Source: an optimization exercise on an open RTL-to-GDS flow (aim: small area, a short achievable clock period and few clock cycles per item). Production flows keep margins and buffers that such runs may drop. Only simulation tests tie the RTL to the original design; equivalence was not proved. Power and IR drop assume default switching activity.

// touch_median_calibrate_map
module touch_median_calibrate_map #(
  parameter int RAW_BITS = 12
) (
  input  logic                                  clk,
  input  logic                                  rst_n,
  input  logic                                  in_tvalid,
  output logic                                  in_tready,
  input  logic [((3*RAW_BITS+7)/8)*8-1:0]       in_tdata,
  output logic                                  out_tvalid,
  input  logic                                  out_tready,
  output logic [23:0]                           out_tdata,
  output logic                                  out_tuser,
  input  logic                                  cfg_psel,
  input  logic                                  cfg_penable,
  input  logic                                  cfg_pwrite,
  input  logic [tmcm_pkg::CFG_ADDR_BITS-1:0]    cfg_paddr,
  input  logic [tmcm_pkg::CFG_DATA_BITS-1:0]    cfg_pwdata,
  output logic [tmcm_pkg::CFG_DATA_BITS-1:0]    cfg_prdata,
  output logic                                  cfg_pready
);
Settings: LEC_CHECK=0, CAP_MARGIN=20, CORE_MARGIN=2, CORE_UTILIZATION=40, CTS_BUF_LIST=sky130_fd_sc_hd__clkbuf_4 sky130_fd_sc_hd__clkbuf_8, CTS_CLUSTER_SIZE=40, SETUP_SLACK_MARGIN=2.95, SLEW_MARGIN=20, TNS_END_PERCENT=10; clock period 7.0 ns.
run.sh (not shown) runs the stock make flow with config.mk's settings and CLKGATE_MAP_FILE= SYNTH_SCRIPT=/design/flow/synth_recipe.tcl, a recipe that flattens the netlist after the stock synthesis.
Testbench counts at the start, summed over its fixed seeds: cycles 19,520, items 6,400.
Then changed:
CAP_MARGIN = 5   (was 20)
SLEW_MARGIN = 5   (was 20)
TNS_END_PERCENT = unset   (was 10)
What happened: Hold slack gains 0.016 ns; power fell slightly; sequential cell count does not change; wire length is about the same; area after synthesis does not change; combinational power rises by a few percent; via count barely changes; fmax increases slightly; global-route usage goes up by 0.19 points; count of clock-buffer cells in the layout decreases by 12; core utilization falls by 0.42 points.
Then changed:
CAP_MARGIN = 20   (was 5)
CTS_CLUSTER_DIAMETER = 45   (was unset)
CTS_CLUSTER_SIZE = 30   (was 40)
SLEW_MARGIN = 20   (was 5)
After rerunning: The new run produced a clean layout; count of clock-buffer cells in the layout fell by 26; clock power rose by 9.2%; setup slack gets better by 0.021 ns; die area stays the same; first-iteration DRC count climbs by about 3.5%.
Then changed:
CORE_UTILIZATION = 65   (was 40)
CTS_BUF_LIST = unset   (was sky130_fd_sc_hd__clkbuf_4 sky130_fd_sc_hd__clkbuf_8)
CTS_CLUSTER_DIAMETER = unset   (was 45)
CTS_CLUSTER_SIZE = unset   (was 30)
After rerunning:
- The changed run ran to the end with no violations
- via count climbs by 2.8%
- non-clock buffer count climbs by 6
- synthesized cell count is unchanged
- die area drops by 38%
- cell count drops by 9.4%
- setup slack degrades by 0.082 ns
- clock-buffer cell count drops by 29
- first-iteration DRC count climbs by 5.7%
- routed wire length drops by 2.4%
- register-to-register slack degrades by 0.06 ns

========
## P
touch_median_calibrate_map again, from the RTL that the note above started with.
make LEC_CHECK=0 CAP_MARGIN=20 CORE_MARGIN=2 CORE_UTILIZATION=40 CTS_BUF_LIST='sky130_fd_sc_hd__clkbuf_4 sky130_fd_sc_hd__clkbuf_8' CTS_CLUSTER_DIAMETER=55 CTS_CLUSTER_SIZE=30 SETUP_SLACK_MARGIN=2.95 SLEW_MARGIN=20 finish   # period 7.0 ns
Looking at the reports, P completed the entire flow and the layout it produced met the timing, design-rule and antenna checks.
Testbench counts of P, summed over its fixed seeds: cycles 19,520, items 6,400.
Inputs modified between P and Q:
Settings: ABC_CLOCK_PERIOD_IN_PS now 4000, previously not set; CTS_CLUSTER_SIZE now 40, was 30; CTS_CLUSTER_DIAMETER no longer set, was 55.
Results
- Combinational share of power down 1.6 points in Q wrt P
- Diff P..Q | number of sinks on the clock net | unchanged
- Comparing Q and P, post-route clock period utilization is higher on P.
- Global-route wire length before repair in Q is 470 um above P.
- Between Q and P, the difference in average wire per cell in the routed design is negligible.
- Compared with P, in Q final area picked up an extra 360 um^2; internal power rose by 8.8%; via count of the first global-routing pass has increased.
The inputs of R differ from those of Q as listed below.
Settings: a deleted ABC_CLOCK_PERIOD_IN_PS that had been 4000; a deleted CTS_BUF_LIST that had been sky130_fd_sc_hd__clkbuf_4 sky130_fd_sc_hd__clkbuf_8; a deleted CTS_CLUSTER_SIZE that had been 40.
- Of R and Q, it is R that has the higher critical path depth.
- R: first-iteration DRC count 38 above Q
- For Q, the cell type of the slowest stage on the worst timing path was or3_4, unlike R, where it was nor2_4.
- ~same met2 routing resource usage after global routing in Q and R
- Against Q, R comes in 0.47 points higher on utilization.
- Looking at cell area across both flows, R is the weaker of the two, with Q ahead.
- Number of placed I/O pins came out exactly the same in Q and R.
- Comparing Q with R, the number of antenna violations at the first check in global routing came out essentially unchanged.
Input changes introduced in S (baseline for comparison: R):
Settings: putting CTS_BUF_LIST at sky130_fd_sc_hd__clkbuf_4 sky130_fd_sc_hd__clkbuf_8 where nothing was set; putting CTS_CLUSTER_SIZE at 40 where nothing was set; swapping 2.95 for 3.05 in SETUP_SLACK_MARGIN.
Findings:
Re distinct cell type count of the synthesized netlist: no difference whatsoever between S and R.
Clock buffer count from CTS (S over R): increase, 27
On wire length of the first global-routing pass, R tracks S almost exactly.
Placed cell count essentially unchanged between S and R.

-- port drivers added, routing unchanged --
The results above use ideal ports. As a check the final layouts listed here were re-extracted and re-timed, cells and wires unchanged.
Step 1 (the two cells are an assumption about what drives the block):
set clk [get_ports {clk}]
set_driving_cell -lib_cell sky130_fd_sc_hd__clkbuf_16 $clk
set_driving_cell -lib_cell sky130_fd_sc_hd__buf_2 [delete_from_list [all_inputs] $clk]
Step 2 times the ports against the registers' clock, not the clock port: input delays grow and output delays shrink by t, the midpoint of the rising clock arrivals with the driver on.
Three values: no drivers, after step 1, after step 2; two values: the first two.
| run | shift t [ns] | setup slack, ns | hold WS [ns] | worst register clock-pin slew, ns |
|---|---|---|---|---|
| the first run of note 1 | 0.728 | 2.912 / 2.745 / 2.389 | 0.417 / 0.417 / 0.417 | 0.07 / 0.07 |
| the second run of note 1 | 0.714 | 2.961 / 2.909 / 2.369 | 0.433 / 0.433 / 0.433 | 0.07 / 0.07 |
| the third run of note 1 | 0.709 | 2.983 / 2.896 / 2.398 | 0.433 / 0.433 / 0.433 | 0.08 / 0.08 |
| the fourth run of note 1 | 0.647 | 2.901 / 2.838 / 2.397 | 0.446 / 0.446 / 0.446 | 0.07 / 0.07 |
| P | 0.720 | 2.949 / 2.898 / 2.395 | 0.431 / 0.431 / 0.431 | 0.11 / 0.11 |
| Q | 0.713 | 2.967 / 2.914 / 2.373 | 0.431 / 0.431 / 0.431 | 0.07 / 0.07 |
| R | 0.637 | 2.945 / 2.895 / 2.461 | 0.426 / 0.426 / 0.426 | 0.07 / 0.07 |
| S | 0.730 | 3.001 / 2.835 / 2.486 | 0.418 / 0.418 / 0.418 | 0.07 / 0.07 |
After both steps setup and hold are still met in every run listed. The setup slack of Q, which loses most, moves by -0.053 ns with the drivers and by -0.594 ns with both steps.
